What follows belongs to an exercise in optimizing a design on an open flow for small area and a short achievable clock period; a production flow would make more cautious choices. Where RTL was checked, it was by simulation tests only, not by an equivalence proof against the original. The flow treats the clock pin as an ideal source. Dropping or thinning the clock tree relies on that and would not hold on a real chip. Power figures rest on the tool's default switching activity, not on a simulated workload.

Design coreSvc, start of the top module:
module coreSvc (
	input  logic                    EXTCLK,
	input  logic                    rstN,
	input  logic                    streamWr,
	input  coreSvcPkg::returnBeat_t streamWrBeat,
	output logic                    streamFull,
	input  logic                    netWr,
	input  coreSvcPkg::returnBeat_t netWrBeat,
	output logic                    netFull,
	input  logic                    localDrdy,
	input  coreSvcPkg::returnBeat_t localBeat,
	output logic                    localRd,
	output logic                    coreDrdy,
	output coreSvcPkg::returnBeat_t coreBeat,
	output logic                    tickPulse,
	input  coreSvcPkg::intCtrl_t    intCtrl,
	input  coreSvcPkg::coreState_t  coreState,
	output logic                    coreStop,
	output logic                    msgIntReq
);
	localparam int depth = 16;
	localparam int beatW = 3 + 8 + 64;
	logic [depth-1:0]       streamSel;
	logic [depth*beatW-1:0] streamMem;
	logic                   streamNotEmpty;
	logic                   streamNotEmptyNext;
  ...
==> flow/config.mk <==
export PLATFORM = sky130hd
export DESIGN_NAME = coreSvc
export DESIGN_NICKNAME = coreSvc
export VERILOG_FILES = /design/flow/design.v
export SDC_FILE = /design/flow/constraint.sdc
export NUM_CORES = 4
export LEC_CHECK = 0
export CAP_MARGIN = 20
export CORE_MARGIN = 2
export CORE_UTILIZATION = 60
export SETUP_SLACK_MARGIN = 2.05
export SLEW_MARGIN = 20
==> flow/constraint.sdc <==
create_clock -name core_clock -period 4.0 [get_ports {EXTCLK}]
set_input_delay 0.8000 -clock core_clock [delete_from_list [all_inputs] [get_ports {EXTCLK}]]
set_output_delay 0.8000 -clock core_clock [all_outputs]
set_load 0.01 [all_outputs]
standard.sh (not shown) runs the stock make flow with config.mk's settings and CLKGATE_MAP_FILE= SYNTH_SCRIPT=/design/flow/synth_recipe.tcl, a recipe that flattens the netlist after the stock synthesis.
==> flow/flow/run.sh <==
#!/bin/bash
# The standard layout (standard.sh, unchanged synthesis) with these changes:
#  - port buffers made from buf_2 instead of the resizer's default pick
#  - clock tree sinks clustered by 30 within 200 um, without dummy loads
#  - after CTS (post_cts.tcl): the clock root buffer is removed and the clock
#    port drives the mid-level clock buffers directly, merged to 4 of them,
#    so registers get the clock through two balanced buffer levels
cp standard.sh standard_sh.txt.log
export BUFFER_PORTS_ARGS="-buffer_cell sky130_fd_sc_hd__buf_2"
export CTS_ARGS="-sink_clustering_enable -repair_clock_nets -sink_clustering_size 30 -sink_clustering_max_diameter 200 -dont_use_dummy_load"
export POST_CTS_TCL="$(pwd)/flow/post_cts.tcl"
bash standard.sh > standard.log 2>&1
Other scripts of this flow, unchanged in this note and not shown: flow/flow/flatroot.tcl, flow/flow/post_cts.tcl
The baseline passed the timing, design-rule and antenna checks.
Next try:
--- a/flow/flow/run.sh
+++ b/flow/flow/run.sh
@@ -3,3 +3,3 @@
 #  - port buffers made from buf_2 instead of the resizer's default pick
-#  - clock tree sinks clustered by 30 within 200 um, without dummy loads
+#  - clock tree sinks clustered by 25 within 200 um, without dummy loads
 #  - after CTS (post_cts.tcl): the clock root buffer is removed and the clock
@@ -9,3 +9,3 @@
 export BUFFER_PORTS_ARGS="-buffer_cell sky130_fd_sc_hd__buf_2"
-export CTS_ARGS="-sink_clustering_enable -repair_clock_nets -sink_clustering_size 30 -sink_clustering_max_diameter 200 -dont_use_dummy_load"
+export CTS_ARGS="-sink_clustering_enable -repair_clock_nets -sink_clustering_size 25 -sink_clustering_max_diameter 200 -dont_use_dummy_load"
 export POST_CTS_TCL="$(pwd)/flow/post_cts.tcl"
The changed run ran to the end with no violations.
Sequential share of layout area barely changes.
Global-route usage is higher by 0.45 points.
Routed wire length is higher slightly.
Worst hold slack hardly moves.
Synthesized cell count stays the same.
First-iteration DRC count is lower slightly.
Non-clock buffer count is lower by 7.
Design area stays flat.
Clock power is higher by a few percent.
Next try:
--- a/flow/flow/run.sh
+++ b/flow/flow/run.sh
@@ -2,3 +2,3 @@
 # The standard layout (standard.sh, unchanged synthesis) with these changes:
-#  - port buffers made from buf_2 instead of the resizer's default pick
+#  - port buffers made from buf_1 instead of the resizer's default pick
 #  - clock tree sinks clustered by 25 within 200 um, without dummy loads
@@ -8,3 +8,3 @@
 cp standard.sh standard_sh.txt.log
-export BUFFER_PORTS_ARGS="-buffer_cell sky130_fd_sc_hd__buf_2"
+export BUFFER_PORTS_ARGS="-buffer_cell sky130_fd_sc_hd__buf_1"
 export CTS_ARGS="-sink_clustering_enable -repair_clock_nets -sink_clustering_size 25 -sink_clustering_max_diameter 200 -dont_use_dummy_load"
The new run completed with no timing, DRC or antenna violations.
Combinational power decreases by 7.3%.
Cell area shrinks by about 0.43%.
Setup slack loses 0.080 ns.
Synthesized cell count is unchanged.
Total power stays flat.
Die area stays the same.
Global-route usage falls by 0.23 points.


coreSvc, a different RTL version from the one above (not shown whole).
Size in the first run: about 2600 cells after synthesis, about 1400 flip-flops, ~320 I/O pins.
export LEC_CHECK = 0
export CAP_MARGIN = 20
export CORE_MARGIN = 2
export CORE_UTILIZATION = 60
export SETUP_SLACK_MARGIN = 1.9
export SLEW_MARGIN = 20
create_clock -name core_clock -period 4.0 [get_ports {EXTCLK}]
==> flow/flow/run.sh <==
#!/bin/bash
# The standard layout (standard.sh, unchanged synthesis) with these changes:
#  - port buffers made from buf_2 instead of the resizer's default pick
#  - clock tree sinks clustered by 25 within 200 um, without dummy loads
#  - after CTS (post_cts.tcl): the clock root buffer is removed and the clock
#    port drives the mid-level clock buffers directly, merged to 4 of them,
#    so registers get the clock through two balanced buffer levels
cp standard.sh standard_sh.txt.log
export BUFFER_PORTS_ARGS="-buffer_cell sky130_fd_sc_hd__buf_2"
export CTS_ARGS="-sink_clustering_enable -repair_clock_nets -sink_clustering_size 25 -sink_clustering_max_diameter 200 -dont_use_dummy_load"
export POST_CTS_TCL="$(pwd)/flow/post_cts.tcl"
bash standard.sh > standard.log 2>&1
Other scripts of this flow, unchanged in this note and not shown: flow/flow/flatroot.tcl, flow/flow/post_cts.tcl
Next try:
Settings changed: SETUP_SLACK_MARGIN 1.9 to 2.05.
Worst hold slack stays flat.
Global-route usage goes up by 0.56 points.
Routed wire length goes up by 1.9%.
Next try:
Settings changed: SETUP_SLACK_MARGIN 2.05 to 2.0.
Result: Final area fell by 0.85%. Count of clock-buffer cells in the layout is unchanged. Die area does not change.
Function was not checked in any run of this note: the RTL went through the layout flow alone.

[what the ideal ports hide]
In the flow no input, the clock included, has a driving cell. The finished layouts below were timed again as built, in two steps.
Step 1 assumes that a clkbuf_16 drives the clock port and a buf_2 every other input.
Step 2 moves the port delays by t, midway between the first and last clock arrival at a register: inputs arrive t later, outputs are due t later. That takes back most of the time a late clock gives input paths.
Three values: no drivers, after step 1, after step 2; two values: the first two.
| run | shift t [ns] | setup WS [ns] | hold slack, ns | clock arrival spread, ns | slew at the worst register clock pin (ns) |
|---|---|---|---|---|---|
| the first run of note 1 | 0.604 | 2.007 / 1.955 / 1.754 | 0.293 / 0.194 / 0.449 | 0.064 / 0.064 | 0.12 / 0.12 |
| the second run of note 1 | 0.617 | 2.037 / 1.948 / 1.623 | 0.294 / 0.191 / 0.456 | 0.059 / 0.060 | 0.10 / 0.10 |
| the third run of note 1 | 0.617 | 1.957 / 1.919 / 1.693 | 0.380 / 0.270 / 0.438 | 0.052 / 0.053 | 0.10 / 0.10 |
| the first run of note 2 | 0.603 | 1.888 / 1.888 / 1.801 | 0.406 / 0.295 / 0.439 | 0.038 / 0.039 | 0.10 / 0.10 |
| the second run of note 2 | 0.607 | 2.021 / 1.947 / 1.782 | 0.404 / 0.290 / 0.478 | 0.052 / 0.052 | 0.11 / 0.11 |
| the third run of note 2 | 0.604 | 1.972 / 1.917 / 1.844 | 0.337 / 0.227 / 0.449 | 0.023 / 0.024 | 0.10 / 0.10 |
After both steps every run listed still meets setup and hold. The setup slack of the second run of note 1, which loses most, moves by -0.089 ns with the drivers and by -0.414 ns with both steps.
